Source: an optimization exercise on an open RTL-to-GDS flow (aim: small area, a short achievable clock period and few clock cycles). Production flows keep margins and buffers that such runs may drop. The RTL was checked by simulation tests, not by an equivalence proof against the original design. Power is estimated from default activity; no workload was simulated.

File: flow/config.mk
export PLATFORM = sky130hd
export DESIGN_NAME = dcache_top
export DESIGN_NICKNAME = dcache_top
export VERILOG_FILES = /design/flow/design.v
export SDC_FILE = /design/flow/constraint.sdc
export NUM_CORES = 4
export LEC_CHECK = 0
export CAP_MARGIN = 20
export CORE_MARGIN = 2
export CORE_UTILIZATION = 40
export SLEW_MARGIN = 20
File: flow/constraint.sdc
create_clock -name core_clock -period 6.5 [get_ports {CLK}]
set_input_delay 1.3000 -clock core_clock [delete_from_list [all_inputs] [get_ports {CLK}]]
set_output_delay 1.3000 -clock core_clock [all_outputs]
set_load 0.01 [all_outputs]
File: flow/design.v
package dcache_pkg;
    localparam int ADDR_W     = 16;
    localparam int WORD_W     = 32;
    localparam int STRB_W     = WORD_W / 8;
    localparam int LINE_WORDS = 4;
    localparam int LINE_W     = LINE_WORDS * WORD_W;
    localparam int LINES      = 16;
    localparam int OFFSET_W = $clog2(LINE_W / 8);
    localparam int INDEX_W  = $clog2(LINES);
    localparam int TAG_W    = ADDR_W - INDEX_W - OFFSET_W;
    localparam int LADDR_W  = TAG_W + INDEX_W;
    localparam int WSEL_W   = $clog2(LINE_WORDS);   
    typedef enum logic [1:0] {
        IDLE,
        WRITEBACK,
        REFILL,
        FILL
    } miss_state_t;
endpackage
`timescale 1ns/1ps
`timescale 1ns/1ps
`timescale 1ns/1ps
`timescale 1ns/1ps
`timescale 1ns/1ps
module dcache_top (
    input  logic                           CLK,
    input  logic                           RST,
    input  logic                           req_valid,
    output logic                           req_ready,
    input  logic                           req_write,
    input  logic [dcache_pkg::ADDR_W-1:0]  req_addr,
    input  logic [dcache_pkg::WORD_W-1:0]  req_wdata,
    input  logic [dcache_pkg::STRB_W-1:0]  req_wstrb,
    output logic                           rsp_valid,
    output logic [dcache_pkg::WORD_W-1:0]  rsp_rdata,
    output logic                           l2_req_valid,
    output logic [dcache_pkg::LADDR_W-1:0] l2_req_addr,
    input  logic                           l2_rsp_valid,
    input  logic [dcache_pkg::LINE_W-1:0]  l2_rsp_line,
    output logic                           l2_wb_valid,
    output logic [dcache_pkg::LADDR_W-1:0] l2_wb_addr,
    output logic [dcache_pkg::LINE_W-1:0]  l2_wb_line,
    input  logic                           l2_wb_done
);
    localparam int LINES  = dcache_pkg::LINES;
    localparam int WORDS  = dcache_pkg::LINE_WORDS;
    localparam int STRB_W = dcache_pkg::STRB_W;
    localparam int WORD_W = dcache_pkg::WORD_W;
    localparam int LINE_W = dcache_pkg::LINE_W;
    localparam int TAG_W  = dcache_pkg::TAG_W;
    localparam int IDX_W  = dcache_pkg::INDEX_W;
    localparam int WSEL_W = dcache_pkg::WSEL_W;
    logic [LINE_W-1:0] data_q [LINES];
    logic [TAG_W-1:0]  tag_q  [LINES];
    logic [LINES-1:0]  valid_q;
    logic [LINES-1:0]  dirty_q;
    logic              s1_valid;
    logic              s1_hit;      
    logic              wb_busy;     
    logic              rf_busy;     
    logic              s1_write;
    logic [TAG_W-1:0]  s1_tag;
    logic [IDX_W-1:0]  s1_idx;
    logic [WSEL_W-1:0] s1_word;
    logic [WORD_W-1:0] s1_wdata;
    logic [STRB_W-1:0] s1_wstrb;
    logic [TAG_W-1:0]  s1_vtag;     
    logic [LINE_W-1:0] s1_line;     
    logic              fill;
    logic              s1_done;
    logic              s1_wr_arr;
    logic [LINE_W-1:0] merged;
    logic [TAG_W-1:0]  r_tag;
    logic [IDX_W-1:0]  r_idx;
    logic              r_same;
    logic [TAG_W-1:0]  r_vtag;
    logic              r_hit;
    logic              r_vdirty;
    logic [LINE_W-1:0] r_line;
    assign fill      = rf_busy && l2_rsp_valid;
    assign s1_done   = s1_hit || fill;
    assign s1_wr_arr = (s1_hit && s1_write) || fill;
    assign rsp_valid = s1_done;
    assign rsp_rdata = rf_busy ? l2_rsp_line[s1_word*WORD_W +: WORD_W] : s1_line[s1_word*WORD_W +: WORD_W];
    assign req_ready = !s1_valid || s1_done;
    assign l2_wb_valid  = wb_busy;
    assign l2_wb_addr   = {s1_vtag, s1_idx};
    assign l2_wb_line   = s1_line;
    assign l2_req_valid = rf_busy;
    assign l2_req_addr  = {s1_tag, s1_idx};
    always_comb begin
        merged = rf_busy ? l2_rsp_line : s1_line;
        for (int b = 0; b < STRB_W; b++) begin
            if (s1_write && s1_wstrb[b]) begin
                merged[s1_word*WORD_W + b*8 +: 8] = s1_wdata[b*8 +: 8];
            end
        end
    end
    assign r_tag  = req_addr[dcache_pkg::ADDR_W-1 -: TAG_W];
    assign r_idx  = req_addr[dcache_pkg::OFFSET_W +: IDX_W];
    assign r_same = s1_done && (r_idx == s1_idx);
    always_comb begin
        if (r_same) begin
            r_vtag   = s1_tag;
            r_hit    = (s1_tag == r_tag);
            r_vdirty = s1_write || (!rf_busy && dirty_q[r_idx]);
            r_line   = merged;
        end else begin
            r_vtag   = tag_q[r_idx];
            r_hit    = valid_q[r_idx] && (tag_q[r_idx] == r_tag);
            r_vdirty = valid_q[r_idx] && dirty_q[r_idx];
            r_line   = data_q[r_idx];
        end
    end
    always_ff @(posedge CLK) begin
        if (RST) begin
            s1_valid <= 1'b0;
            s1_hit   <= 1'b0;
            wb_busy  <= 1'b0;
            rf_busy  <= 1'b0;
        end else if (req_ready) begin
            s1_valid <= req_valid;
            s1_hit   <= req_valid && r_hit;
            wb_busy  <= req_valid && !r_hit && r_vdirty;
            rf_busy  <= req_valid && !r_hit && !r_vdirty;
        end else if (wb_busy && l2_wb_done) begin
            wb_busy <= 1'b0;
            rf_busy <= 1'b1;
        end
    end
    always_ff @(posedge CLK) begin
        if (req_ready) begin
            s1_write <= req_write;
            s1_tag   <= r_tag;
            s1_idx   <= r_idx;
            s1_word  <= req_addr[dcache_pkg::OFFSET_W-1 -: WSEL_W];
            s1_wdata <= req_wdata;
            s1_wstrb <= req_wstrb;
            s1_vtag  <= r_vtag;
            s1_line  <= r_line;
        end
    end
    always_ff @(posedge CLK) begin
        for (int i = 0; i < LINES; i++) begin
            if (s1_wr_arr && s1_idx == i) begin
                data_q[i]  <= merged;
                dirty_q[i] <= s1_write;
            end
            if (fill && s1_idx == i) begin
                tag_q[i] <= s1_tag;
            end
        end
    end
    always_ff @(posedge CLK) begin
        if (RST) begin
            valid_q <= '0;
        end else if (fill) begin
            valid_q[s1_idx] <= 1'b1;
        end
    end
endmodule
File: flow/run.sh
#!/bin/bash
# synth_recipe.tcl (not shown) runs the flow's synth.tcl, then flattens the netlist and writes it again
# the make line also repeats each setting of config.mk as NAME=value (left out here)
make -C /OpenROAD-flow-scripts/flow DESIGN_CONFIG=/design/flow/config.mk WORK_HOME=/design/flow/orfs CLKGATE_MAP_FILE= SYNTH_SCRIPT=/design/flow/synth_recipe.tcl finish
==> results of run 1 <==
-- placed cells by master (no fill, tap or decap), types with 18 or more instances in the layout --
master / instances
buf_12: 58
a21oi_1: 285
a22oi_1: 752
nand3_1: 82
clkbuf_16: 235
and3_1: 18
a22o_1: 80
clkbuf_1: 62
nor2_4: 26
nand4_1: 184
dfxtp_1: 19
o22ai_1: 131
edfxtp_1: 2379
clkinv_2: 36
buf_4: 178
mux4_2: 72
o21ai_0: 84
clkdlybuf4s50_1: 367
mux2i_1: 148
nand2_1: 251
clkinv_1: 62
a221oi_1: 78
o21ai_2: 26
nor2_1: 192
-- cell usage after synthesis, types with 62 or more instances --
cell type,instances
edfxtp_1,2379
a22oi_1,752
a21oi_1,289
nand2_1,252
nor2_1,220
clkbuf_1,204
nand4_1,184
mux2i_1,148
o22ai_1,131
o21ai_0,125
nand3_1,83
a22o_1,80
a221oi_1,78
buf_1,76
mux4_2,72
buf_2,62
-- power by group through the flow --
stage	Clock, W	Sequential [W]	Combinational (W)
after global placement	0	0.0186	0.00304
after global routing	0.0139	0.0183	0.00332
final	0.0132	0.0183	0.00316
after detailed placement	0	0.0186	0.00310
after floorplan	0	0.0184	0.00134
after CTS	0.0133	0.0183	0.00311
-- flip-flops by register name (all words and copies together), names as in the netlist, 2 cells and up --
signal / flops
data_q: 2048
s1_line: 128
tag_q: 128
s1_wdata: 32
dirty_q: 16
valid_q: 16
s1_tag: 8
s1_vtag: 8
s1_idx: 4
s1_wstrb: 4
s1_word: 2
-- worst max-delay path, stage by stage (launching register included) --
cell,delay (ns)
edfxtp_1,0.56
buf_4,0.31
inv_2,0.68
buf_4,0.39
nand2_1,0.10
nand2_1,0.41
clkdlybuf4s50_1,0.64
-- metrics by stage --
step | power [W] | setup WS (ns) | instances
global route | 0.0355 | 1.21 | 9082
global placement | 0.0216 | 1.70 | 8625
CTS | 0.0347 | 1.19 | 9067
floorplan | 0.0198 | -1.17 | 5369
detailed placement | 0.0217 | 1.70 | 8629
finish | 0.0346 | 1.11 | 9084
-- layer usage --
metal	global-route usage, %	wire [µm]
met5	0	12
met4	13.6	18200
met2	42.2	148000
met1	35.9	120000
met3	4.56	32100
-- cell type report --
| cell class | count | area [µm²] | share of cell area, % |
|---|---|---|---|
| diodes | 17 | 42.5 | 0.0395 |
| clock buffers | 299 | 6140 | 5.70 |
| clock inverters | 139 | 1350 | 1.25 |
| inverters | 12 | 45.0 | 0.0418 |
| multi-input cells | 2601 | 18300 | 17.0 |
| flip-flops and latches | 2399 | 71800 | 66.7 |
| well taps | 3009 | 3760 | 3.50 |
| repair buffers | 608 | 6210 | 5.76 |
-- final timing paths --
kind                   endpoint   startpoint  depth (start not counted)
setup / recovery  rsp_rdata[16]   s1_word[0]                          6
hold / removal      valid_q[13]  valid_q[13]                          2
setup reg to reg     s1_line[6]   s1_word[0]                          7
hold reg to reg     valid_q[13]  valid_q[13]                          2
-- cells by family (layout without fill, tap and decap cells) --
family          count (synthesis)  after routing  share of synthesized area, %
flops                        2399           2399                          78.7
xor+xnor                       23             23                         0.221
buf+inv                       369           1058                          1.70
mux                           233            233                          3.56
other cells                     0             17                             0
simple gates                  822            822                          4.25
fa+ha+maj                      10             10                         0.137
compound gates               1513           1513                          11.4
==> run_results.csv, run 1 <==
group,metric,value,unit
setup_path,worst_setup_path_end_kind,"primary output",
clock_network,htreeDepth,4,
clock_network,cts-buffers-inserted,235,
drt,drtIter0Drc,7968,
pwr,p_sw,0.00839,W
clock_network,clk_pin_slew,0.06,ns
clock_network,cts_hold_buffers,0,
yosys,synthCells,5369,
sta,tightest_slew,1.15,ns
drt,vias_per_cell,6.31,
yosys,yosysTopAreaCell,"edfxtp_1",
yosys,ys.flop_type,"edfxtp_1",
sta,slew_headroom,22.9,%
pwr,p_int,0.0263,W
sta,setup_violations,0,
pwr,clkPwrFrac,38.1,%
worst_hold_path,hold_class,"reg -> reg",
clock_network,clock_latency,0.92,ns
clock_network,clk_path_buf_depth,3,
clock_network,clock-sinks,2399,
die,core,0.227,mm²
drt,routedWlPerCell,35.0,µm
grt,grt_max_degree,123,
grt,grt_pass1_vias,54641,
drt,wl,318,mm
sta,rsz0062_at_grt,"no",
sta,fin_skew,0.106,ns
sta,fin_crit_sh,83.0,%
yosys,ys_warn_count,3,
die,ios,374,
yosys,synth_seq_cells,2399,
yosys,synth_area,0.0913,mm²
sta,fmax,185,MHz
final_layout,drive_above_1_share,11.8,%
pwr,power_leakage,33.7,nW
outcome,outcome,"no timing/DRC/antenna violations",
yosys,synth_cell_type_count,62,
final_layout,fin_util,47.4,%
setup_path,critPathMaxFanout,26,
pwr,power_density,322,mW/mm²
setup_path,start_kind,"flop",
yosys,synthArstFlopShare,0,%
die,die_y,482,µm
die,core.rowCount,175,
sta,tns,0,ns
final_layout,layout.nets,6053,
drt,drc,0,
yosys,syn-num-nets,5565,
clock_network,cts_root_buf,"clkbuf_16",
placement,hpwl,174,mm
die,dieArea,0.232,mm²
placement,placed_area,0.100,mm²
placement,io_buffer_count,371,
grt,grt_pass1_wl,437,mm
clock_network,cts_tree,"built",
pwr,max-vdd-ir-drop,0.255,mV
yosys,netlist_top_cells_area,"edfxtp_1 78%, a22oi_1 6.2%, mux4_2 1.8%",
flow_run,maxCapViolCount,0,
placement,routabilityCongestion,0.913,
sta,timing.hold.ws,0.475,ns
yosys,syn-mean-instance-area,17.0,µm²
setup_path,arrival,4.09,ns
grt,grt_usage,26.8,%
yosys,seq_area_frac_synth,78.7,%
clock_network,cts_setup_buffers,0,
setup_path,cp.required,5.20,ns
final_layout,final_cell_area,0.108,mm²
grt,gr-total-overflow,0,
setup_path,path_class,"reg -> out",
drt,drt-pass1-iter-count,6,
pwr,swShare,24.2,%
pwr,comb_power_share,9.1,%
final_layout,areaGrowthSynthToFinish,18.0,%
yosys,synth_top_area_share,78.3,%
drt,antenna_left,0,
die,fp.dieW,482,µm
sta,slew_viol_final,0,
grt,antenna_found_initial,15,
sta,final.min_clock_period,5.39,ns
drt,vias,57343,
setup_path,r2r_slack,2.12,ns
final_layout,fillerInstances,18982,
die,initial_core_util,40.2,%
clock_network,cts_resized,0,
sta,finalHoldViolations,0,
yosys,synth-edff-count,2379,
pwr,p_seq_share,52.8,%
Testbench counts, summed over its fixed seeds: cycles 28,336.
==> run 2: changes to the inputs <==
--- a/flow/config.mk
+++ b/flow/config.mk
@@ -9,3 +9,4 @@
 export CORE_MARGIN = 2
 export CORE_UTILIZATION = 40
+export SETUP_SLACK_MARGIN = 3.2
 export SLEW_MARGIN = 20
==> run_results.csv, run 2 <==
group,metric,value,unit
outcome,outcome,"no timing/DRC/antenna violations",
drt,antenna_left,0,
worst_hold_path,hold_class,"reg -> reg",
setup_path,r2r_slack,3.23,ns
yosys,ys_warn_count,3,
die,die_y,482,µm
sta,fin_skew,0.0953,ns
clock_network,cts_tree,"built",
placement,routabilityCongestion,0.927,
setup_path,ff2ff_path_depth,14,
grt,gr-total-overflow,0,
setup_path,arrival,2.66,ns
yosys,seq_area_frac_synth,78.7,%
sta,slew_headroom,26.1,%
yosys,synth.most_common_cell,"edfxtp_1",
drt,drt-pass1-iter-count,5,
drt,wl,328,mm
setup_path,crit_end,"rsp_rdata[31]",
clock_network,cts_hold_buffers,0,
placement,io_buffer_count,371,
setup_path,start_kind,"primary input",
yosys,yosysTopAreaCell,"edfxtp_1",
worst_hold_path,hold_depth,2,
drt,top_layer_used,"met5",
clock_network,clock_latency,0.92,ns
sta,rsz0062_at_grt,"yes",
sta,timing.hold.ws,0.466,ns
drt,dr_wl_met3,35.2,mm
setup_path,cp.required,5.20,ns
final_layout,top_regs,"data_q (2048), s1_line (128), tag_q (128)",
sta,finalHoldViolations,0,
yosys,ys.flop_type,"edfxtp_1",
die,core,0.227,mm²
final_layout,largest_register_ffs,2048,
final_layout,final_cell_mix,"2,379 x edfxtp_1, 752 x a22oi_1, 363 x buf_4",
setup_path,crit_start,"l2_rsp_line[95]",
setup_path,r2r_end,"s1_line[81]",
pwr,max-vdd-ir-drop,0.262,mV
grt,grt_pass1_vias,55541,
drt,vias_per_cell,6.28,
clock_network,clk_path_buf_depth,3,
yosys,synthArstFlopShare,0,%
drt,drtIter0Drc,8853,
final_layout,drive_above_1_share,18.8,%
grt,grt_pass1_wl,449,mm
grt,grt_max_degree,141,
clock_network,htreeDepth,4,
yosys,syn-mean-instance-area,17.0,µm²
die,ios,374,
final_layout,areaGrowthSynthToFinish,22.7,%
drt,routedWlPerCell,34.9,µm
die,fp.dieW,482,µm
die,core.rowCount,175,
setup_path,critical-path-max-stage-delay,0.53,ns
yosys,synth_cell_type_count,62,
setup_path,slowest_stage,"mux4_2",
yosys,synth_top_area_share,78.3,%
sta,slew_viol_final,0,
sta,final.min_clock_period,3.96,ns
grt,antenna_found_initial,27,
clock_network,cts_root_buf,"clkbuf_16",
yosys,synth-edff-count,2379,
final_layout,layout_commonest_cell,"edfxtp_1",
yosys,synth.cells.most_frequent,"2,379 x edfxtp_1, 752 x a22oi_1, 289 x a21oi_1",
pwr,power_density,319,mW/mm²
sta,tightest_slew,1.11,ns
setup_path,path_class,"in -> out",
drt,drc,0,
final_layout,layout.nets,6344,
pwr,power_leakage,36.3,nW
placement,hpwl,178,mm
drt,vias,59018,
yosys,netlist_top_cells_area,"edfxtp_1 78%, a22oi_1 6.2%, mux4_2 1.8%",
grt,grt_usage,27.7,%
placement,placed_area,0.100,mm²
clock_network,clk_pin_slew,0.05,ns
sta,tns,0,ns
yosys,syn-num-nets,5565,
clock_network,cts-buffers-inserted,236,
die,initial_core_util,40.2,%
final_layout,fillerInstances,18608,
final_layout,fin_util,49.3,%
setup_path,r2r-start,"rf_busy",
die,dieArea,0.232,mm²
clock_network,clock-sinks,2399,
setup_path,critPathMaxFanout,2,
drt,drt-met1-wl,121,mm
setup_path,worst_setup_path_end_kind,"primary output",
drt,wl_met2,151,mm
sta,fin_crit_sh,60.9,%
yosys,synth_seq_cells,2399,
final_layout,final_cell_area,0.112,mm²
setup_path,cp_cell_sequence,"clkdlybuf4s50_1 > mux4_2 > nand2_4 > nand2_8 > buf_6",
yosys,synth_area,0.0913,mm²
flow_run,maxCapViolCount,0,
yosys,synthCells,5369,
final_layout,regMostFlops,"data_q",
sta,setup_violations,0,
sta,fmax,253,MHz
## run 2: cell counts after synthesis
Identical to the previous run, type by type.
## run 2: final cells by class
class	instances	area [µm²]	share of cell area, %
sequential	2399	71800	64.2
timing repair inverter	1	8.76	0.00782
inverter	12	65.1	0.0581
timing repair buffer	892	9130	8.15
antenna	43	108	0.0961
tap	3009	3760	3.36
multi-input combinational	2606	19200	17.2
clock inverter	142	1650	1.47
clock buffer	294	6160	5.51
## run 2: worst max-delay path: cells and delay by family
kind | cells | cell delay (ns)
buffers and inverters | 2 | 0.59
muxes | 1 | 0.53
and+or+nand+nor | 2 | 0.23
## run 2: repair_timing
action / 4_1_cts / 5_1_grt
buffers inserted: 201 / 49
gates resized for setup: 600 / 74
cloned: 14 / 0
setup endpoints to repair: 1613 / 286
pin swaps: 79 / 35
## run 2: kinds of logic after synthesis
logic type | after synthesis | synth area share [%]
adders and majority gates | 10 | 0.137
DFF | 2399 | 78.7
and+or+nand+nor | 822 | 4.25
AOI/OAI and AO/OA | 1513 | 11.4
buffers and inverters | 369 | 1.70
xor gates and xnor gates | 23 | 0.221
muxes | 233 | 3.56
## run 2: how the worst min path moves through the flow
stage	startpoint	end	slack [ns]
after floorplan	valid_q[10]	valid_q[10]	0.43
after global placement	valid_q[2]	valid_q[2]	0.44
after detailed placement	valid_q[10]	valid_q[10]	0.46
after CTS	valid_q[10]	valid_q[10]	0.47
after global routing	valid_q[10]	valid_q[10]	0.50
final	valid_q[10]	valid_q[10]	0.47
## run 2: routing by layer
layer	vias up	GRT usage [%]
li1	23699	-
met5	-	0
met3	703	5.21
met2	4160	43.1
met1	30448	36.8
met4	8	14.9
## run 2: report_power, final
part	internal [W]	switching [W]	total [W]	leakage, nW
Combinational	0.00135	0.00247	0.00382	10.7
Clock	0.00778	0.00595	0.0137	3.78
Sequential	0.0179	0.000248	0.0181	21.9
Total	0.0270	0.00867	0.0357	36.3
## run 2: through the flow
step	setup WS, ns	std cells	total power, W
finish	2.54	9398	0.0357
global route	2.50	9386	0.0365
CTS	2.52	9306	0.0356
detailed placement	1.53	8655	0.0217
global placement	1.57	8654	0.0217
floorplan	2.53	5369	0.0198
==> run 3: changes to the inputs <==
--- a/flow/design.v
+++ b/flow/design.v
@@ -67,4 +67,5 @@
     logic [TAG_W-1:0]  s1_vtag;     
     logic [LINE_W-1:0] s1_line;     
+    logic [WORD_W-1:0] s1_rword;    
     logic              fill;
     logic              s1_done;
@@ -82,5 +83,5 @@
     assign s1_wr_arr = (s1_hit && s1_write) || fill;
     assign rsp_valid = s1_done;
-    assign rsp_rdata = rf_busy ? l2_rsp_line[s1_word*WORD_W +: WORD_W] : s1_line[s1_word*WORD_W +: WORD_W];
+    assign rsp_rdata = rf_busy ? l2_rsp_line[s1_word*WORD_W +: WORD_W] : s1_rword;
     assign req_ready = !s1_valid || s1_done;
     assign l2_wb_valid  = wb_busy;
@@ -139,4 +140,5 @@
             s1_vtag  <= r_vtag;
             s1_line  <= r_line;
+            s1_rword <= r_line[req_addr[dcache_pkg::OFFSET_W-1 -: WSEL_W]*WORD_W +: WORD_W];
         end
     end
--- a/flow/config.mk
+++ b/flow/config.mk
@@ -8,5 +8,5 @@
 export CAP_MARGIN = 20
 export CORE_MARGIN = 2
-export CORE_UTILIZATION = 40
-export SETUP_SLACK_MARGIN = 3.2
+export CORE_UTILIZATION = 60
+export SETUP_SLACK_MARGIN = 3.0
 export SLEW_MARGIN = 20
==> run_results.csv, run 3 <==
group,metric,value,unit
outcome,outcome,"no timing/DRC/antenna violations",
pwr,power_leakage,35.7,nW
worst_hold_path,min_to,"valid_q[11]",
grt,gr-total-overflow,0,
yosys,seq_area_frac_synth,78.6,%
setup_path,critPathMaxFanout,2,
worst_hold_path,min-delay-start,"valid_q[11]",
die,ios,374,
clock_network,clk_path_buf_depth,3,
yosys,yosysTopAreaCell,"edfxtp_1",
setup_path,path_class,"in -> out",
drt,antenna_left,0,
yosys,syn-mean-instance-area,17.3,µm²
sta,tns,0,ns
sta,rsz0062_at_grt,"yes",
drt,drc,0,
pwr,p_seq_share,52.6,%
yosys,synth_seq_cells,2431,
placement,io_buffer_count,371,
die,core.rowCount,144,
placement,hpwl,158,mm
yosys,ys.flop_type,"edfxtp_1",
sta,fmax,250,MHz
pwr,power.total,0.0348,W
pwr,p_int,0.0267,W
worst_hold_path,hold_class,"reg -> reg",
yosys,synthArstFlopShare,0,%
sta,tightest_slew,1.19,ns
sta,finalHoldViolations,0,
setup_path,start_kind,"primary input",
drt,drtIter0Drc,8762,
final_layout,drive_above_1_share,17.3,%
final_layout,top_regs,"data_q (2048), s1_line (128), tag_q (128)",
pwr,swShare,23.2,%
die,die_y,397,µm
worst_hold_path,hold_depth,2,
yosys,synth_area,0.0926,mm²
clock_network,cts_hold_buffers,0,
grt,grt_pass1_vias,55057,
final_layout,layout.nets,6195,
drt,wl,305,mm
final_layout,areaGrowthSynthToFinish,19.1,%
yosys,synth_top_area_share,78.2,%
sta,setup_violations,0,
sta,fin_crit_sh,61.6,%
sta,fin_skew,0.0295,ns
sta,timing.hold.ws,0.472,ns
drt,drt-pass1-iter-count,9,
die,dieArea,0.158,mm²
grt,grt_pass1_wl,422,mm
flow_run,maxCapViolCount,0,
die,initial_core_util,60.3,%
pwr,comb_power_share,10.1,%
setup_path,cp.required,5.20,ns
drt,vias_per_cell,7.09,
yosys,synth.cells.most_frequent,"2,411 x edfxtp_1, 461 x a22oi_1, 256 x nand2_1",
die,core,0.154,mm²
pwr,power_density,316,mW/mm²
final_layout,ff_latch_area,0.0728,mm²
pwr,p_sw,0.00809,W
pwr,max-vdd-ir-drop,0.293,mV
sta,final.min_clock_period,4.01,ns
clock_network,clk_pin_slew,0.06,ns
setup_path,worst_setup_path_end_kind,"primary output",
yosys,ys_warn_count,3,
setup_path,r2r-start,"s1_word[0]",
grt,grt_max_degree,134,
yosys,syn-num-nets,5538,
final_layout,multi_input_area,0.0195,mm²
sta,slew_viol_final,0,
clock_network,cts_root_buf,"clkbuf_16",
final_layout,final_cell_mix,"2,411 x edfxtp_1, 461 x a22oi_1, 286 x buf_4",
yosys,synthCells,5342,
final_layout,fillerInstances,9764,
final_layout,fin_util,71.8,%
yosys,synth_cell_type_count,72,
grt,antenna_found_initial,11,
placement,routabilityCongestion,0.843,
final_layout,regMostFlops,"data_q",
setup_path,r2r_slack,2.98,ns
clock_network,clock_latency,0.86,ns
grt,grt_usage,38.5,%
yosys,netlist_top_cells_area,"edfxtp_1 78%, a22oi_1 3.7%, a221oi_1 2.1%",
drt,routedWlPerCell,36.9,µm
pwr,clkPwrFrac,37.2,%
sta,slew_headroom,20.1,%
final_layout,layout_commonest_cell,"edfxtp_1",
drt,vias,58468,
yosys,synth.most_common_cell,"edfxtp_1",
setup_path,r2r_end,"s1_rword[11]",
yosys,synth-edff-count,2411,
setup_path,arrival,2.71,ns
die,fp.dieW,397,µm
clock_network,cts_tree,"built",
clock_network,clock-sinks,2431,
clock_network,cts-buffers-inserted,230,
final_layout,largest_register_ffs,2048,
clock_network,htreeDepth,4,
setup_path,ff2ff_path_depth,17,
==> run 3: worst max path at each step <==
stage                          from  cells after the start       endpoint
floorplan              l2_rsp_valid                      4   data_q[3][0]
global placement        req_addr[7]                     11   s1_rword[20]
detailed placement      req_addr[7]                     11   s1_rword[20]
CTS                      s1_word[0]                      6  rsp_rdata[14]
global route             s1_word[0]                      6  rsp_rdata[14]
finish              l2_rsp_line[14]                      4  rsp_rdata[14]
==> run 3: kinds of logic after synthesis <==
| family | after synthesis | share of synthesized area [%] |
|---|---|---|
| and+or+nand+nor | 824 | 4.23 |
| DFF | 2431 | 78.6 |
| xor gates and xnor gates | 19 | 0.180 |
| muxes | 265 | 3.91 |
| AOI/OAI and AO/OA | 1411 | 11.1 |
| adders and majority gates | 10 | 0.135 |
| buffers and inverters | 382 | 1.83 |
==> run 3: power by group through the flow <==
stage | combinational, W | sequential [W] | clock [W]
final | 0.00353 | 0.0183 | 0.0130
after global routing | 0.00369 | 0.0183 | 0.0136
after CTS | 0.00330 | 0.0183 | 0.0130
after detailed placement | 0.00304 | 0.0187 | 0
after global placement | 0.00298 | 0.0187 | 0
after floorplan | 0.00138 | 0.0187 | 0
==> run 3: per-stage QoR <==
step | setup WS [ns] | cells | area (µm²)
after CTS | 2.50 | 8160 | 109000
final | 2.49 | 8246 | 110000
after floorplan | 2.54 | 5342 | 92900
after detailed placement | 1.34 | 7652 | 100000
after global placement | 1.36 | 7650 | 100000
after global routing | 2.46 | 8242 | 110000
==> run 3: cell type report <==
class	instances	share of cell area, %
sequential	2431	66.0
multi-input combinational	2542	17.7
timing repair buffer	775	7.39
clock buffer	296	5.57
tap	2044	2.32
clock inverter	135	0.979
inverter	19	0.0771
antenna	4	0.00907
==> run 3: metal layers <==
| metal | routed length (µm) | global-route usage, % | vias to the layer above |
|---|---|---|---|
| met3 | 42600 | 10.8 | 597 |
| met1 | 113000 | 54.6 | 29918 |
| li1 | - | - | 23512 |
| met4 | 11300 | 13.3 | 14 |
| met2 | 138000 | 58.0 | 4427 |
| met5 | 80 | 0 | - |
==> run 3: worst max-delay path, cell delays in order <==
cell	delay [ns]
clkdlybuf4s50_1	0.43
mux4_2	0.51
mux2_4	0.31
buf_6	0.15
==> run 3: repair_timing <==
action | 4_1_cts | 5_1_grt
endpoints found under the setup margin | 1120 | 71
pin swaps | 14 | 3
resized for setup | 429 | 74
cloned | 21 | 0
setup buffers | 56 | 80
Testbench counts of run 3, summed over its fixed seeds: cycles 28,336.
==> run 4: changes to the inputs <==
--- a/flow/design.v
+++ b/flow/design.v
@@ -68,4 +68,6 @@
     logic [LINE_W-1:0] s1_line;     
     logic [WORD_W-1:0] s1_rword;    
+    logic [WORDS-1:0]  rf_wsel;     
+    logic              s1_free;     
     logic              fill;
     logic              s1_done;
@@ -74,4 +76,5 @@
     logic [TAG_W-1:0]  r_tag;
     logic [IDX_W-1:0]  r_idx;
+    logic [WSEL_W-1:0] r_word;
     logic              r_same;
     logic [TAG_W-1:0]  r_vtag;
@@ -83,6 +86,11 @@
     assign s1_wr_arr = (s1_hit && s1_write) || fill;
     assign rsp_valid = s1_done;
-    assign rsp_rdata = rf_busy ? l2_rsp_line[s1_word*WORD_W +: WORD_W] : s1_rword;
-    assign req_ready = !s1_valid || s1_done;
+    assign req_ready = s1_free || fill;
+    always_comb begin
+        rsp_rdata = s1_rword;
+        for (int w = 0; w < WORDS; w++) begin
+            rsp_rdata = rsp_rdata | ({WORD_W{rf_wsel[w]}} & l2_rsp_line[w*WORD_W +: WORD_W]);
+        end
+    end
     assign l2_wb_valid  = wb_busy;
     assign l2_wb_addr   = {s1_vtag, s1_idx};
@@ -100,4 +108,5 @@
     assign r_tag  = req_addr[dcache_pkg::ADDR_W-1 -: TAG_W];
     assign r_idx  = req_addr[dcache_pkg::OFFSET_W +: IDX_W];
+    assign r_word = req_addr[dcache_pkg::OFFSET_W-1 -: WSEL_W];
     assign r_same = s1_done && (r_idx == s1_idx);
     always_comb begin
@@ -118,14 +127,23 @@
             s1_valid <= 1'b0;
             s1_hit   <= 1'b0;
+            s1_free  <= 1'b1;
             wb_busy  <= 1'b0;
             rf_busy  <= 1'b0;
+            rf_wsel  <= '0;
         end else if (req_ready) begin
             s1_valid <= req_valid;
             s1_hit   <= req_valid && r_hit;
+            s1_free  <= !req_valid || r_hit;
             wb_busy  <= req_valid && !r_hit && r_vdirty;
             rf_busy  <= req_valid && !r_hit && !r_vdirty;
+            for (int w = 0; w < WORDS; w++) begin
+                rf_wsel[w] <= req_valid && !r_hit && !r_vdirty && r_word == w;
+            end
         end else if (wb_busy && l2_wb_done) begin
             wb_busy <= 1'b0;
             rf_busy <= 1'b1;
+            for (int w = 0; w < WORDS; w++) begin
+                rf_wsel[w] <= s1_word == w;
+            end
         end
     end
@@ -135,10 +153,10 @@
             s1_tag   <= r_tag;
             s1_idx   <= r_idx;
-            s1_word  <= req_addr[dcache_pkg::OFFSET_W-1 -: WSEL_W];
+            s1_word  <= r_word;
             s1_wdata <= req_wdata;
             s1_wstrb <= req_wstrb;
             s1_vtag  <= r_vtag;
             s1_line  <= r_line;
-            s1_rword <= r_line[req_addr[dcache_pkg::OFFSET_W-1 -: WSEL_W]*WORD_W +: WORD_W];
+            s1_rword <= r_hit ? r_line[r_word*WORD_W +: WORD_W] : '0;
         end
     end
--- a/flow/config.mk
+++ b/flow/config.mk
@@ -8,5 +8,5 @@
 export CAP_MARGIN = 20
 export CORE_MARGIN = 2
-export CORE_UTILIZATION = 60
-export SETUP_SLACK_MARGIN = 3.0
+export CORE_UTILIZATION = 55
+export SETUP_SLACK_MARGIN = 3.3
 export SLEW_MARGIN = 20
==> run_results.csv, run 4 <==
group,metric,value,unit
clock_network,htreeDepth,4,
die,ios,374,
pwr,p_seq_share,52.3,%
clock_network,clock_latency,0.88,ns
final_layout,regMostFlops,"data_q",
sta,tightest_slew,1.19,ns
setup_path,worst_setup_path_end_kind,"primary output",
drt,drt-met1-wl,122,mm
placement,hpwl,167,mm
final_layout,layout.nets,6286,
yosys,seq_area_frac_synth,78.5,%
sta,slew_viol_final,0,
final_layout,fin_util,66.6,%
yosys,synthCells,5452,
clock_network,clk_pin_slew,0.06,ns
grt,gr-total-overflow,0,
grt,grt_pass1_vias,56318,
setup_path,r2r-start,"s1_write",
yosys,syn-mean-instance-area,17.0,µm²
setup_path,start_kind,"flop",
setup_path,r2r_end,"s1_rword[10]",
drt,routedWlPerCell,38.1,µm
yosys,synth_seq_cells,2435,
clock_network,cts-buffers-inserted,236,
final_layout,layout_commonest_cell,"edfxtp_1",
drt,top_layer_used,"met5",
final_layout,largest_register_ffs,2048,
setup_path,crit_start,"rf_wsel[1]",
sta,setup_violations,0,
die,fp.dieW,415,µm
pwr,comb_power_share,10.5,%
setup_path,arrival,2.33,ns
placement,routabilityCongestion,0.894,
pwr,clkPwrFrac,37.2,%
yosys,synth-edff-count,2411,
sta,fin_skew,0.0268,ns
yosys,synth.most_common_cell,"edfxtp_1",
drt,vias_per_cell,7.01,
yosys,syn-num-nets,5648,
pwr,power_leakage,36.5,nW
setup_path,critPathMaxFanout,5,
final_layout,drive_above_1_share,17.6,%
final_layout,areaGrowthSynthToFinish,20.0,%
yosys,synth_top_area_share,78.0,%
yosys,ys.flop_type,"edfxtp_1",
clock_network,cts_tree,"built",
sta,tns,0,ns
placement,placed_area,0.101,mm²
yosys,synthArstFlopShare,0,%
placement,io_buffer_count,371,
sta,finalHoldViolations,0,
drt,dr_wl_met3,34.2,mm
yosys,ys_warn_count,3,
die,die_y,415,µm
clock_network,clock-sinks,2435,
grt,grt_usage,36.9,%
pwr,power_density,318,mW/mm²
setup_path,cp.required,5.20,ns
yosys,synth.cells.most_frequent,"2,411 x edfxtp_1, 437 x a22oi_1, 314 x a21oi_1",
sta,fin_crit_sh,55.9,%
drt,drt-pass1-iter-count,7,
yosys,synth_cell_type_count,78,
drt,wl_met2,149,mm
drt,drc,0,
pwr,max-vdd-ir-drop,0.310,mV
drt,vias,59587,
final_layout,final_cell_area,0.111,mm²
yosys,yosysTopAreaCell,"edfxtp_1",
setup_path,ff2ff_path_depth,8,
grt,antenna_found_initial,13,
die,core.rowCount,150,
final_layout,fillerInstances,11550,
grt,grt_max_degree,106,
sta,slew_headroom,20.6,%
outcome,outcome,"no timing/DRC/antenna violations",
pwr,p_sw,0.00855,W
yosys,synth_area,0.0929,mm²
clock_network,cts_hold_buffers,0,
final_layout,top_regs,"data_q (2048), s1_line (128), tag_q (128)",
final_layout,final_cell_mix,"2,411 x edfxtp_1, 437 x a22oi_1, 290 x a21oi_1",
pwr,p_int,0.0269,W
grt,grt_pass1_wl,445,mm
flow_run,maxCapViolCount,0,
sta,fmax,275,MHz
clock_network,clk_path_buf_depth,3,
die,core,0.167,mm²
drt,drtIter0Drc,9746,
setup_path,r2r_slack,3.02,ns
clock_network,cts_root_buf,"clkbuf_16",
sta,final.min_clock_period,3.63,ns
die,dieArea,0.172,mm²
setup_path,path_class,"reg -> out",
sta,rsz0062_at_grt,"yes",
setup_path,crit_end,"rsp_rdata[4]",
pwr,swShare,24.1,%
drt,wl,324,mm
drt,antenna_left,0,
worst_hold_path,hold_class,"reg -> reg",
die,initial_core_util,55.5,%
yosys,netlist_top_cells_area,"edfxtp_1 78%, a22oi_1 3.5%, a22o_1 2.2%",
## run 4: kinds of logic (layout without fill, tap and decap cells)
family / count (synthesis) / count (layout) / share of synthesized area [%]
and+or+nand+nor: 796 / 801 / 4.19
AOI/OAI and AO/OA: 1596 / 1597 / 12.5
buffers and inverters: 398 / 1229 / 1.79
other: 0 / 9 / 0
adders and majority gates: 10 / 10 / 0.135
muxes: 199 / 199 / 2.74
xor gates and xnor gates: 18 / 18 / 0.170
DFF: 2435 / 2435 / 78.5
## run 4: timing repair
item / CTS / global route
setup buffers: 111 / 20
pin swaps: 104 / 45
setup endpoints to repair: 1424 / 159
gates resized for setup: 679 / 63
endpoints found under the hold margin: 0 / 0
gates cloned: 18 / 5
## run 4: how the worst min path moves through the flow
stage / slack, ns / endpoint / depth (start not counted) / from
final: 0.47 / valid_q[11] / 2 / valid_q[11]
after global routing: 0.50 / valid_q[10] / 2 / valid_q[10]
after CTS: 0.47 / valid_q[6] / 2 / valid_q[6]
after detailed placement: 0.46 / valid_q[11] / 2 / valid_q[11]
after global placement: 0.44 / valid_q[7] / 2 / valid_q[7]
after floorplan: 0.43 / valid_q[10] / 2 / valid_q[10]
## run 4: power groups by stage
| stage | Clock [W] | Sequential [W] | Combinational [W] |
|---|---|---|---|
| finish | 0.0132 | 0.0185 | 0.00373 |
| global route | 0.0138 | 0.0185 | 0.00388 |
| CTS | 0.0133 | 0.0185 | 0.00360 |
| detailed placement | 0 | 0.0189 | 0.00333 |
| global placement | 0 | 0.0189 | 0.00327 |
| floorplan | 0 | 0.0189 | 0.00150 |
## run 4: critical path, cell delays in order (launching register included)
cell and delay, ns:
dfxtp_4 0.37, buf_12 0.16, buf_4 0.14, a222oi_1 0.33
nand2_1 0.24, buf_2 0.20
## run 4: final cells by class
type | count | area (µm²) | share of cell area (%)
diodes | 9 | 22.5 | 0.0202
clock inverters | 138 | 1130 | 1.01
repair buffers | 774 | 8210 | 7.37
inverters | 18 | 80.1 | 0.0718
clock buffers | 299 | 6260 | 5.61
multi-input cells | 2625 | 20100 | 18.0
well taps | 2204 | 2760 | 2.47
flip-flops and latches | 2435 | 72900 | 65.4
## run 4: metal layers
layer	vias up	track usage (%)
met5	-	0
met4	6	19.0
met3	718	5.98
met2	4021	56.7
met1	30863	51.7
li1	23979	-
## run 4: through the flow
stage	hold slack, ns	cells	setup WS (ns)	total power [W]
floorplan	0.431	5452	0.831	0.0204
global placement	0.441	7896	1.06	0.0222
detailed placement	0.455	7902	1.07	0.0223
CTS	0.469	8468	2.86	0.0354
global route	0.497	8498	2.86	0.0363
finish	0.470	8502	2.87	0.0355
Testbench counts of run 4, summed over its fixed seeds: cycles 28,336.
==> run 5: changes to the inputs <==
--- a/flow/config.mk
+++ b/flow/config.mk
@@ -9,4 +9,6 @@
 export CORE_MARGIN = 2
 export CORE_UTILIZATION = 55
+export CTS_BUF_LIST = sky130_fd_sc_hd__clkbuf_8
+export CTS_CLUSTER_SIZE = 20
 export SETUP_SLACK_MARGIN = 3.3
 export SLEW_MARGIN = 20
==> run_results.csv, run 5 <==
group,metric,value,unit
outcome,outcome,"no timing/DRC/antenna violations",
sta,final.min_clock_period,3.79,ns
drt,wl,327,mm
yosys,synthArstFlopShare,0,%
pwr,p_sw,0.00863,W
final_layout,multi_input_area,0.0204,mm²
sta,setup_ws,2.71,ns
pwr,power.total,0.0341,W
yosys,syn-num-nets,5648,
grt,gr-total-overflow,0,
grt,grt_max_degree,106,
setup_path,r2r_end,"s1_rword[3]",
yosys,synth_fa_ha_area_share,0.135,%
sta,tightest_slew,1.19,ns
clock_network,cts-buffers-inserted,395,
yosys,synth_top_family_by_area,"compound AO/OA/AOI/OAI gates",
placement,io_buffer_count,371,
drt,vias_per_cell,6.91,
clock_network,clk_pin_slew,0.06,ns
pwr,p_int,0.0254,W
final_layout,regMostFlops,"data_q",
yosys,synth_cell_type_count,78,
clock_network,cts_tree,"built",
drt,drt-pass1-iter-count,8,
final_layout,fillerInstances,11780,
clock_network,htreeDepth,5,
drt,drc,0,
yosys,synth_area,0.0929,mm²
yosys,ys_warn_count,3,
worst_hold_path,hold_depth,2,
pwr,power_leakage,36.9,nW
clock_network,clock_latency,1.11,ns
final_layout,largest_register_ffs,2048,
placement,routabilityCongestion,0.894,
yosys,synth-edff-count,2411,
worst_hold_path,min-delay-start,"valid_q[11]",
sta,tns,0,ns
die,initial_core_util,55.5,%
grt,antenna_found_initial,18,
die,ios,374,
grt,grt_pass1_vias,57215,
pwr,comb_power_share,11.1,%
final_layout,layout.nets,6451,
die,fp.dieW,415,µm
yosys,synth.most_common_cell,"edfxtp_1",
grt,grt_usage,37.1,%
yosys,yosysTopAreaCell,"edfxtp_1",
yosys,ys.flop_type,"edfxtp_1",
setup_path,arrival,2.49,ns
worst_hold_path,hold_class,"reg -> reg",
yosys,syn-mean-instance-area,17.0,µm²
setup_path,worst_setup_path_end_kind,"primary output",
setup_path,start_kind,"primary input",
die,die_y,415,µm
final_layout,fin_util,66.4,%
yosys,synth-xor-area-share,0.170,%
yosys,synthMuxAreaShare,2.74,%
drt,vias,60389,
sta,slew_viol_final,0,
pwr,clkPwrFrac,34.5,%
final_layout,ff_latch_area,0.0729,mm²
setup_path,critPathMaxFanout,2,
yosys,netlist_top_cells_area,"edfxtp_1 78%, a22oi_1 3.5%, a22o_1 2.2%",
sta,slew_headroom,20.6,%
die,core.rowCount,150,
final_layout,areaGrowthSynthToFinish,19.8,%
yosys,synth_seq_cells,2435,
yosys,synth.cells.most_frequent,"2,411 x edfxtp_1, 437 x a22oi_1, 314 x a21oi_1",
setup_path,r2r-start,"s1_word[1]",
final_layout,drive_above_1_share,19.8,%
setup_path,r2r_slack,3.30,ns
pwr,swShare,25.3,%
placement,hpwl,167,mm
sta,setup_violations,0,
drt,routedWlPerCell,37.4,µm
die,core,0.167,mm²
sta,fmax,264,MHz
sta,fin_skew,0.0673,ns
pwr,p_seq_share,54.4,%
sta,rsz0062_at_grt,"yes",
final_layout,layout_commonest_cell,"edfxtp_1",
drt,antenna_left,0,
worst_hold_path,min_to,"valid_q[11]",
flow_run,maxCapViolCount,0,
final_layout,final_cell_mix,"2,411 x edfxtp_1, 437 x a22oi_1, 410 x clkbuf_8",
setup_path,path_class,"in -> out",
clock_network,cts_root_buf,"clkbuf_8",
placement,dp_slack,1.07,ns
final_layout,top_regs,"data_q (2048), s1_line (128), tag_q (128)",
grt,grt_pass1_wl,446,mm
yosys,seq_area_frac_synth,78.5,%
sta,finalHoldViolations,0,
setup_path,cp.required,5.20,ns
drt,drtIter0Drc,9366,
pwr,max-vdd-ir-drop,0.247,mV
yosys,synth_top_area_share,78.0,%
sta,fin_crit_sh,58.3,%
yosys,yosys.area_share.simple,4.19,%
setup_path,ff2ff_path_depth,11,
die,dieArea,0.172,mm²
clock_network,clock-sinks,2435,
yosys,synthCells,5452,
yosys,synth-compound-area-share,12.5,%
pwr,power_density,306,mW/mm²
clock_network,clk_path_buf_depth,4,
[run 5: routing by layer]
metal / up-vias / share of wire, % / global-route usage (%) / routed length (µm)
met5: - / 0.088 / 0 / 289
met4: 16 / 5.9 / 19.9 / 19300
met3: 727 / 11 / 7.34 / 37100
met2: 4350 / 46 / 56.0 / 149000
met1: 30974 / 37 / 51.4 / 122000
li1: 24322 / - / - / -
[run 5: cells by family after synthesis]
family / Yosys count
multiplexers: 199
AO/OA/AOI/OAI: 1596
buffers and inverters: 398
AND/OR/NAND/NOR: 796
XOR/XNOR: 18
adder cells (fa/ha/maj): 10
flip-flops: 2435
[run 5: critical path, cell delays in order]
cell,delay (ns)
clkdlybuf4s15_2,0.28
a222oi_1,0.46
nand2_2,0.24
buf_6,0.18
[run 5: worst max-delay path by stage]
stage                     slack (ns)       startpoint  depth (start not counted)       endpoint
after floorplan                 0.83     l2_rsp_valid                          7        wb_busy
after global placement          1.06      req_addr[7]                         11   s1_rword[20]
after detailed placement        1.07      req_addr[7]                         10     rf_wsel[0]
after CTS                       2.70       rf_wsel[2]                          4  rsp_rdata[18]
after global routing            2.72       rf_wsel[1]                          5  rsp_rdata[30]
final                           2.71  l2_rsp_line[50]                          4  rsp_rdata[18]
[run 5: repair_timing]
action | CTS | global route
pin swaps | 64 | 81
cloned | 12 | 15
setup buffers | 86 | 47
setup endpoints to repair | 1527 | 155
gates resized for setup | 721 | 196
hold buffers | 0 | 0
[run 5: metrics by stage]
step	cells	cell area (µm²)	hold slack (ns)
floorplan	5452	93100	0.431
global placement	7896	101000	0.441
detailed placement	7902	101000	0.455
CTS	8665	109000	0.468
global route	8738	111000	0.498
finish	8744	111000	0.471
[run 5: area by class of cell]
type / instances / area share [%]
timing repair buffer: 780 / 7.44
clock inverter: 255 / 0.988
inverter: 18 / 0.0720
sequential: 2435 / 65.5
multi-input combinational: 2625 / 18.4
antenna: 17 / 0.0382
tap: 2204 / 2.48
clock buffer: 410 / 5.07
[run 5: power groups by stage]
stage	clock, W	combinational (W)	sequential [W]
2_1_floorplan	0	0.00150	0.0189
3_3_place_gp	0	0.00327	0.0189
3_5_place_dp	0	0.00333	0.0189
4_1_cts	0.0119	0.00354	0.0185
5_1_grt	0.0125	0.00393	0.0185
6_report	0.0118	0.00378	0.0185
==> run 6: changes to the inputs <==
--- a/flow/config.mk
+++ b/flow/config.mk
@@ -9,6 +9,6 @@
 export CORE_MARGIN = 2
 export CORE_UTILIZATION = 55
-export CTS_BUF_LIST = sky130_fd_sc_hd__clkbuf_8
-export CTS_CLUSTER_SIZE = 20
+export CTS_CLUSTER_DIAMETER = 100
+export CTS_CLUSTER_SIZE = 30
 export SETUP_SLACK_MARGIN = 3.3
 export SLEW_MARGIN = 20
==> run_results.csv, run 6 <==
group,metric,value,unit
yosys,synth-edff-count,2411,
placement,io_buffer_count,371,
die,initial_core_util,55.5,%
sta,fin_crit_sh,55.2,%
grt,grt_pass1_vias,54717,
drt,routedWlPerCell,39.3,µm
yosys,syn-num-nets,5648,
drt,wl,323,mm
yosys,synth.most_common_cell,"edfxtp_1",
pwr,max-vdd-ir-drop,0.255,mV
final_layout,drive_above_1_share,16.4,%
placement,dp_slack,1.07,ns
yosys,ys_warn_count,3,
grt,busiest_layer,"met2",
die,die_y,415,µm
pwr,power_leakage,34.3,nW
final_layout,largest_register_ffs,2048,
setup_path,slowest_stage,"o41a_4",
sta,finalHoldViolations,0,
pwr,power_density,277,mW/mm²
die,core.rowCount,150,
final_layout,regMostFlops,"data_q",
placement,placed_area,0.101,mm²
grt,grt_max_degree,106,
setup_path,worst_setup_path_end_kind,"flop",
pwr,p_int,0.0223,W
pwr,p_seq_share,62.4,%
worst_hold_path,min_to,"valid_q[11]",
yosys,synth_seq_cells,2435,
sta,slew_viol_final,0,
setup_path,r2r_end,"s1_rword[12]",
die,dieArea,0.172,mm²
final_layout,areaGrowthSynthToFinish,15.3,%
drt,antenna_left,0,
grt,met2_usage,56.3,%
yosys,synth.cells.most_frequent,"2,411 x edfxtp_1, 437 x a22oi_1, 314 x a21oi_1",
yosys,synthArstFlopShare,0,%
final_layout,layout_commonest_cell,"edfxtp_1",
setup_path,r2r_slack,2.98,ns
sta,slew_headroom,22.6,%
sta,rsz0062_at_grt,"yes",
placement,routabilityCongestion,0.894,
pwr,comb_power_share,12.7,%
worst_hold_path,hold_class,"reg -> reg",
yosys,synth_top_area_share,78.0,%
sta,fmax,279,MHz
yosys,syn-mean-instance-area,17.0,µm²
drt,drtIter0Drc,9862,
clock_network,cts_hold_buffers,0,
pwr,clkPwrFrac,24.9,%
placement,hpwl,167,mm
yosys,netlist_top_cells_area,"edfxtp_1 78%, a22oi_1 3.5%, a22o_1 2.2%",
die,core,0.167,mm²
final_layout,fillerInstances,11939,
setup_path,critical-path-max-stage-delay,0.56,ns
drt,drt-pass1-iter-count,6,
clock_network,clock-sinks,2435,
final_layout,ff_latch_area,0.0729,mm²
drt,vias,58570,
yosys,synth_area,0.0929,mm²
clock_network,cts_tree,"built",
clock_network,clk_path_buf_depth,3,
pwr,swShare,24.8,%
pwr,p_sw,0.00736,W
clock_network,clock_latency,0.78,ns
grt,grt_usage,36.6,%
outcome,outcome,"no timing/DRC/antenna violations",
setup_path,cp.required,7.13,ns
clock_network,clk_pin_slew,0.11,ns
grt,use_met3,5.31,%
pwr,power.total,0.0297,W
final_layout,multi_input_area,0.0202,mm²
clock_network,htreeDepth,3,
sta,fin_skew,0.0325,ns
final_layout,final_cell_mix,"2,411 x edfxtp_1, 437 x a22oi_1, 283 x buf_4",
clock_network,cts_root_buf,"clkbuf_16",
setup_path,path_class,"in -> reg",
sta,tightest_slew,1.16,ns
final_layout,top_regs,"data_q (2048), s1_line (128), tag_q (128)",
drt,vias_per_cell,7.13,
die,fp.dieW,415,µm
die,ios,374,
sta,final.min_clock_period,3.59,ns
yosys,seq_area_frac_synth,78.5,%
yosys,synth_cell_type_count,78,
sta,setup_violations,0,
setup_path,critPathTopFamily,"compound AO/OA/AOI/OAI gates",
yosys,synthCells,5452,
flow_run,maxCapViolCount,0,
sta,setup_ws,2.91,ns
setup_path,ff2ff_path_depth,8,
setup_path,crit_buf_inv,5,
yosys,yosysTopAreaCell,"edfxtp_1",
drt,drc,0,
final_layout,final_cell_area,0.107,mm²
clock_network,cts-buffers-inserted,92,
setup_path,critPathMaxFanout,5,
worst_hold_path,hold_depth,2,
setup_path,start_kind,"primary input",
grt,gr-total-overflow,0,
grt,grt_pass1_wl,440,mm
setup_path,cp_cell_sequence,"buf_16 > buf_6 > mux2_4 > a32o_2 > nor4_4 > buf_4 > a221oi_4 > a2111oi_4 > o2111ai_4 > buf_12 > o41a_4 > clkbuf_16 > nor2b_1",
setup_path,r2r-start,"s1_write",
yosys,ys.flop_type,"edfxtp_1",
grt,grt.met1_usage,52.1,%
sta,tns,0,ns
grt,antenna_found_initial,18,
setup_path,arrival,4.22,ns
worst_hold_path,min-delay-start,"valid_q[11]",
final_layout,layout.nets,6165,
-- run 6: cell types whose count changed in the layout (fill, tap and decap cells not counted), sizes merged, moves of 11 or more --
| cell | delta |
|---|---|
| clkinv | -115 |
| dlygate4sd2 | -30 |
| buf | +45 |
| bufbuf | +11 |
| clkdlybuf4s15 | -34 |
| clkbuf | -314 |
| inv | -123 |
| clkdlybuf4s50 | +41 |
-- run 6: worst max-delay path by stage --
stage / start / to / slack (ns) / depth (start not counted)
2_1_floorplan: l2_rsp_valid / wb_busy / 0.83 / 7
3_3_place_gp: req_addr[7] / s1_rword[20] / 1.06 / 11
3_5_place_dp: req_addr[7] / rf_wsel[0] / 1.07 / 10
4_1_cts: rf_wsel[1] / rsp_rdata[8] / 2.92 / 5
5_1_grt: req_addr[7] / s1_rword[12] / 2.92 / 13
6_report: req_addr[5] / s1_rword[18] / 2.91 / 13
-- run 6: tightest hold or removal path: stages (launching register included) --
cell and delay, ns:
dfxtp_1 0.34, a21oi_1 0.04, nor2_1 0.07
-- run 6: cell families after synthesis --
kind of cell    Yosys count  share of synthesized area, %
xor+xnor                 18                         0.170
mux                     199                          2.74
simple gates            796                          4.19
fa+ha+maj                10                         0.135
flops                  2435                          78.5
buf+inv                 398                          1.79
compound gates         1596                          12.5
-- run 6: metal layers --
metal	vias to the layer above	part of all wire [%]
li1	23502	-
met1	30354	37
met4	6	5.8
met2	4046	46
met3	662	11
met5	-	0.011
-- run 6: timing repair --
item	CTS	global route
cloned	23	5
setup endpoints to repair	1553	296
pin swaps	109	59
setup buffers	109	40
gates resized for setup	800	90
-- run 6: area by class of cell --
type | count | share of cell area, %
clock inverter | 13 | 0.206
sequential | 2435 | 68.1
clock buffer | 108 | 2.23
tap | 2204 | 2.58
inverter | 18 | 0.0690
multi-input combinational | 2626 | 18.9
antenna | 11 | 0.0257
timing repair buffer | 796 | 7.90
-- run 6: stage by stage --
stage | instances | utilization, % | hold WS, ns
after global placement | 7896 | 60.2 | 0.441
after floorplan | 5452 | - | 0.431
after global routing | 8204 | 63.9 | 0.509
after CTS | 8155 | 63.3 | 0.480
final | 8211 | 63.9 | 0.482
after detailed placement | 7902 | 60.3 | 0.455
-- run 6: power by group through the flow --
stage	registers (W)	logic [W]	clock network, W
after floorplan	0.0189	0.00150	0
after global placement	0.0189	0.00327	0
after detailed placement	0.0189	0.00333	0
after CTS	0.0185	0.00363	0.00743
after global routing	0.0185	0.00393	0.00787
final	0.0185	0.00377	0.00739
==> run 7: changes to the inputs <==
==> flow/flow/run.sh (new file) <==
#!/bin/bash
set -euo pipefail
bash standard.sh "BUFFER_PORTS_ARGS=-buffer_cell sky130_fd_sc_hd__buf_2" finish > flow_make.log 2>&1
==> flow/standard.sh (new file) <==
#!/bin/bash
# synth_recipe.tcl (not shown) runs the flow's synth.tcl, then flattens the netlist and writes it again
# the make line also repeats each setting of config.mk as NAME=value (left out here)
make -C /OpenROAD-flow-scripts/flow DESIGN_CONFIG=/design/flow/config.mk WORK_HOME=/design/flow/orfs CLKGATE_MAP_FILE= SYNTH_SCRIPT=/design/flow/synth_recipe.tcl "${@:-finish}"
--- a/flow/config.mk
+++ b/flow/config.mk
@@ -9,6 +9,4 @@
 export CORE_MARGIN = 2
 export CORE_UTILIZATION = 55
-export CTS_CLUSTER_DIAMETER = 100
-export CTS_CLUSTER_SIZE = 30
 export SETUP_SLACK_MARGIN = 3.3
 export SLEW_MARGIN = 20
removed: flow/run.sh
==> run_results.csv, run 7 <==
group,metric,value,unit
die,fp.dieW,415,µm
drt,drtIter0Drc,9258,
yosys,ys_warn_count,3,
grt,gr-total-overflow,0,
drt,vias_per_cell,7.03,
die,initial_core_util,55.5,%
grt,grt_usage,36.7,%
yosys,synthMuxAreaShare,2.74,%
final_layout,areaGrowthSynthToFinish,18.1,%
drt,antenna_left,0,
sta,finalHoldViolations,0,
setup_path,cp.required,5.20,ns
sta,slew_headroom,22.5,%
sta,fin_skew,0.0272,ns
sta,rsz0062_at_grt,"yes",
yosys,synth_top_area_share,78.0,%
yosys,synth.most_common_cell,"edfxtp_1",
grt,antenna_found_initial,10,
worst_hold_path,hold_class,"reg -> reg",
setup_path,critPathMaxFanout,2,
yosys,synthCells,5452,
final_layout,fillerInstances,11735,
placement,routabilityCongestion,0.967,
pwr,power_leakage,36.2,nW
flow_run,maxCapViolCount,0,
final_layout,multi_input_area,0.0200,mm²
drt,wl,323,mm
placement,dp_cells,7916,
die,ios,374,
yosys,synth_top_family_by_area,"compound AO/OA/AOI/OAI gates",
sta,tns,0,ns
yosys,synth_fa_ha_area_share,0.135,%
clock_network,cts-buffers-inserted,234,
yosys,synth-edff-count,2411,
clock_network,clk_path_buf_depth,3,
yosys,netlist_top_cells_area,"edfxtp_1 78%, a22oi_1 3.5%, a22o_1 2.2%",
yosys,seq_area_frac_synth,78.5,%
final_layout,layout_commonest_cell,"edfxtp_1",
sta,tightest_slew,1.16,ns
clock_network,cts_root_buf,"clkbuf_16",
final_layout,largest_register_ffs,2048,
sta,fin_crit_sh,54.8,%
yosys,syn-num-nets,5648,
die,die_y,415,µm
setup_path,worst_setup_path_end_kind,"primary output",
yosys,syn-mean-instance-area,17.0,µm²
sta,final.min_clock_period,3.56,ns
yosys,synth-compound-area-share,12.5,%
final_layout,regMostFlops,"data_q",
setup_path,start_kind,"primary input",
drt,drt-pass1-iter-count,7,
clock_network,htreeDepth,4,
clock_network,cts_hold_buffers,0,
final_layout,drive_above_1_share,22.1,%
yosys,synthArstFlopShare,0,%
sta,slew_viol_final,0,
yosys,synth_seq_cells,2435,
sta,setup_violations,0,
grt,grt_max_degree,105,
drt,routedWlPerCell,37.9,µm
yosys,yosys.area_share.simple,4.19,%
die,core,0.167,mm²
grt,grt_pass1_vias,56127,
clock_network,clock-sinks,2435,
grt,grt_pass1_wl,442,mm
final_layout,top_regs,"data_q (2048), s1_line (128), tag_q (128)",
clock_network,clk_pin_slew,0.06,ns
yosys,synth-xor-area-share,0.170,%
final_layout,final_cell_mix,"2,411 x edfxtp_1, 437 x a22oi_1, 356 x buf_2",
placement,io_buffer_count,371,
yosys,yosysTopAreaCell,"edfxtp_1",
drt,drc,0,
die,dieArea,0.172,mm²
clock_network,cts_tree,"built",
die,core.rowCount,150,
setup_path,path_class,"in -> out",
yosys,synth.cells.most_frequent,"2,411 x edfxtp_1, 437 x a22oi_1, 314 x a21oi_1",
final_layout,ff_latch_area,0.0729,mm²
pwr,power_density,321,mW/mm²
final_layout,layout.nets,6286,
placement,hpwl,167,mm
outcome,outcome,"no timing/DRC/antenna violations",
setup_path,arrival,2.26,ns
drt,vias,59836,
yosys,synth_area,0.0929,mm²
pwr,max-vdd-ir-drop,0.315,mV
clock_network,clock_latency,0.87,ns
sta,fmax,281,MHz
yosys,synth_cell_type_count,78,
final_layout,final_cells,8511,
yosys,ys.flop_type,"edfxtp_1",
==> run 7: cell counts after synthesis <==
Identical to the previous run, type by type.
==> run 7: final timing paths <==
| kind | start | cells past startpoint | slack (ns) | to |
|---|---|---|---|---|
| hold reg to reg | valid_q[1] | 2 | 0.47 | valid_q[1] |
| setup reg to reg | s1_word[1] | 10 | 2.97 | s1_rword[11] |
| setup / recovery | l2_rsp_line[82] | 4 | 2.94 | rsp_rdata[18] |
| hold / removal | valid_q[1] | 2 | 0.47 | valid_q[1] |
==> run 7: kinds of logic (layout without fill, tap and decap cells) <==
group / count (synthesis) / count (layout)
mux: 199 / 199
compound gates: 1596 / 1597
simple gates: 796 / 801
other cells: 0 / 9
xor+xnor: 18 / 18
buf+inv: 398 / 1238
fa+ha+maj: 10 / 10
flops: 2435 / 2435
==> run 7: worst max-delay path, stage by stage <==
cell,delay [ns]
buf_4,0.16
a222oi_1,0.36
nand2_2,0.24
buf_6,0.19
==> run 7: routing by layer <==
metal / part of all wire [%] / GRT usage, %
met5: 0.0053 / 0
met4: 6.3 / 19.4
met3: 11 / 5.95
met2: 46 / 56.3
met1: 37 / 51.1
==> run 7: power by group <==
part / internal [W] / total, W / switching (W)
Combinational: 0.00108 / 0.00355 / 0.00247
Sequential: 0.0183 / 0.0186 / 0.000236
Clock: 0.00731 / 0.0132 / 0.00585
==> run 7: final cells by class <==
class,count,area share [%]
Sequential cell,2435,66.4
Multi-Input combinational cell,2625,18.2
Timing Repair Buffer,776,6.07
Clock buffer,305,5.71
Tap cell,2204,2.51
Clock inverter,139,0.960
Inverter,18,0.0684
Antenna cell,9,0.0205
==> run 7: repair_timing <==
item                       in CTS  in global routing
cloned                         24                  4
resized for setup             206                109
pin swaps                      65                 39
setup endpoints to repair    1857                165
buffers inserted               81                 33
==> run 7: per-stage QoR <==
step | setup WS (ns) | util [%] | cell area (µm²) | hold slack [ns] | power [W]
after floorplan | 0.831 | - | 93100 | 0.431 | 0.0204
after global placement | 1.12 | 59.1 | 99000 | 0.446 | 0.0219
after detailed placement | 1.19 | 59.2 | 99000 | 0.460 | 0.0220
after CTS | 2.94 | 64.9 | 109000 | 0.474 | 0.0351
after global routing | 2.94 | 65.5 | 110000 | 0.497 | 0.0360
final | 2.94 | 65.5 | 110000 | 0.472 | 0.0353
==> run 8: changes to the inputs <==
--- a/flow/config.mk
+++ b/flow/config.mk
@@ -8,5 +8,8 @@
 export CAP_MARGIN = 20
 export CORE_MARGIN = 2
-export CORE_UTILIZATION = 55
+export CORE_UTILIZATION = 70
+export CTS_CLUSTER_DIAMETER = 80
+export CTS_CLUSTER_SIZE = 24
+export PLACE_DENSITY = 0.75
 export SETUP_SLACK_MARGIN = 3.3
 export SLEW_MARGIN = 20
==> run_results.csv, run 8 <==
group,metric,value,unit
pwr,p_seq_share,61.4,%
final_layout,final_cell_area,0.107,mm²
setup_path,slowest_stage,"a222oi_1",
clock_network,cts-buffers-inserted,115,
yosys,syn-mean-instance-area,17.0,µm²
final_layout,areaGrowthSynthToFinish,14.7,%
sta,slew_headroom,23.5,%
sta,rsz0062_at_grt,"yes",
pwr,max-vdd-ir-drop,0.238,mV
sta,tightest_slew,1.14,ns
sta,final.min_clock_period,3.58,ns
clock_network,clock-sinks,2435,
final_layout,top_regs,"data_q (2048), s1_line (128), tag_q (128)",
drt,vias,61395,
grt,grt_usage,44.9,%
grt,antenna_found_initial,29,
final_layout,drive_above_1_share,21.3,%
setup_path,path_common_cell,"buf_6",
final_layout,largest_register_ffs,2048,
die,core,0.132,mm²
yosys,synth_fa_ha_area_share,0.135,%
die,dieArea,0.136,mm²
pwr,power_leakage,34.8,nW
setup_path,path_class,"in -> out",
yosys,synth-edff-count,2411,
clock_network,clk_pin_slew,0.08,ns
grt,gr-total-overflow,0,
drt,drtIter0Drc,11750,
yosys,synth_top_family_by_area,"compound AO/OA/AOI/OAI gates",
sta,fin_crit_sh,55.1,%
yosys,synth.cells.most_frequent,"2,411 x edfxtp_1, 437 x a22oi_1, 314 x a21oi_1",
yosys,synth-compound-area-share,12.5,%
final_layout,layout_commonest_cell,"edfxtp_1",
setup_path,critical-path-max-stage-delay,0.46,ns
die,ios,374,
yosys,synthMuxAreaShare,2.74,%
sta,timing.hold.ws,0.478,ns
setup_path,cp.required,5.20,ns
grt,grt_pass1_wl,424,mm
pwr,p_sw,0.00748,W
yosys,netlist_top_cells_area,"edfxtp_1 78%, a22oi_1 3.5%, a22o_1 2.2%",
clock_network,cts_tree,"built",
final_layout,fillerInstances,6643,
outcome,outcome,"no timing/DRC/antenna violations",
final_layout,regMostFlops,"data_q",
worst_hold_path,hold_class,"reg -> reg",
yosys,syn-num-nets,5648,
pwr,comb_power_share,11.9,%
die,die_y,368,µm
drt,antenna_left,0,
setup_path,critPathTopFamily,"compound AO/OA/AOI/OAI gates",
die,initial_core_util,70.6,%
setup_path,arrival,2.28,ns
sta,slew_viol_final,0,
clock_network,cts_root_buf,"clkbuf_16",
yosys,synth-xor-area-share,0.170,%
grt,grt_max_degree,142,
setup_path,cp_cell_sequence,"buf_6 > a222oi_1 > nand2_2 > buf_6",
clock_network,cts_hold_buffers,0,
pwr,power.total,0.0302,W
yosys,seq_area_frac_synth,78.5,%
sta,tns,0,ns
clock_network,htreeDepth,3,
yosys,synth_area,0.0929,mm²
sta,fin_skew,0.0361,ns
flow_run,maxCapViolCount,0,
die,fp.dieW,368,µm
placement,hpwl,148,mm
sta,finalHoldViolations,0,
yosys,yosys.area_share.simple,4.19,%
pwr,swShare,24.8,%
clock_network,clock_latency,0.81,ns
sta,setup_violations,0,
die,core.rowCount,133,
yosys,synth_top_area_share,78.0,%
placement,io_buffer_count,371,
setup_path,start_kind,"primary input",
sta,fmax,279,MHz
yosys,synth_cell_type_count,78,
placement,placed_area,0.0982,mm²
drt,vias_per_cell,7.88,
setup_path,critPathMaxFanout,2,
yosys,synth_seq_cells,2435,
drt,routedWlPerCell,40.0,µm
yosys,yosysTopAreaCell,"edfxtp_1",
drt,wl,312,mm
clock_network,clk_path_buf_depth,3,
yosys,synthArstFlopShare,0,%
yosys,synth.most_common_cell,"edfxtp_1",
setup_path,crit_buf_inv,2,
yosys,ys.flop_type,"edfxtp_1",
setup_path,worst_setup_path_end_kind,"primary output",
pwr,clkPwrFrac,26.7,%
final_layout,layout.nets,6183,
placement,routabilityCongestion,0.912,
pwr,p_int,0.0227,W
yosys,ys_warn_count,3,
drt,drc,0,
drt,drt-pass1-iter-count,9,
grt,grt_pass1_vias,57767,
final_layout,final_cell_mix,"2,411 x edfxtp_1, 436 x a22oi_1, 344 x buf_2",
yosys,synthCells,5452,
pwr,power_density,283,mW/mm²
run 8: changes by cell type in the layout (fill, tap and decap cells not counted), sizes merged:
cell / change
and4b: +1
buf: -3
bufbuf: +15
bufinv: -14
clkbuf: -171
clkinv: -106
clkinvlp: -5
diode: +3
inv: +8
or3: -1
run 8: cell type report:
cell class,count,area [µm²],share of cell area (%)
timing repair inverter,1,5.00,0.00470
clock inverter,21,249,0.234
clock buffer,131,2940,2.76
sequential,2435,72900,68.4
antenna,12,30.0,0.0282
timing repair buffer,791,7670,7.20
multi-input combinational,2625,20400,19.2
inverter,18,81.3,0.0764
tap,1755,2200,2.06
run 8: worst reg2reg max path, delay by kind of cell, from the launching register on:
| kind | cells | cell delay, ns |
|---|---|---|
| buffers and inverters | 2 | 0.77 |
| AND/OR/NAND/NOR | 4 | 1.17 |
| flip-flops | 1 | 0.35 |
| AO/OA/AOI/OAI | 2 | 0.84 |
| multiplexers | 1 | 0.34 |
run 8: timing repair:
item,4_1_cts,5_1_grt
endpoints found under the hold margin,0,0
setup buffers,101,44
pin swaps,94,65
gates cloned,43,7
gates resized for setup,363,102
endpoints found under the setup margin,1894,185
run 8: path summary, 6_finish.rpt:
kind	start	endpoint	slack [ns]	depth (start not counted)
max reg2reg	s1_write	s1_rword[15]	2.92	9
min	valid_q[10]	valid_q[10]	0.48	2
max	l2_rsp_line[68]	rsp_rdata[4]	2.92	4
min reg2reg	valid_q[10]	valid_q[10]	0.48	2
run 8: metal layers:
metal	part of all wire, %	GRT usage, %	wire [µm]
met5	0.10	0.677	317
met4	6.2	22.4	19300
met3	18	15.7	56200
met2	44	66.4	138000
met1	31	60.0	98100
run 8: logic make-up (layout without fill, tap and decap cells):
logic type	count (synthesis)	after routing
mux	199	199
simple gates	796	801
xor+xnor	18	18
fa+ha+maj	10	10
compound gates	1596	1597
other cells	0	12
buf+inv	398	962
flops	2435	2435
run 8: stage by stage:
| step | worst slack, ns | util, % | instances |
|---|---|---|---|
| 5_1_grt | 2.91 | 80.9 | 7779 |
| 2_1_floorplan | 0.831 | - | 5452 |
| 4_1_cts | 2.99 | 80.0 | 7726 |
| 3_3_place_gp | 1.38 | 74.6 | 7428 |
| 3_5_place_dp | 1.35 | 74.6 | 7430 |
| 6_report | 2.92 | 80.9 | 7789 |
run 8: power by group through the flow:
stage	Sequential (W)	Combinational [W]	Clock, W
2_1_floorplan	0.0189	0.00150	0
3_3_place_gp	0.0189	0.00285	0
3_5_place_dp	0.0189	0.00294	0
4_1_cts	0.0185	0.00332	0.00795
5_1_grt	0.0185	0.00371	0.00845
6_report	0.0185	0.00360	0.00805
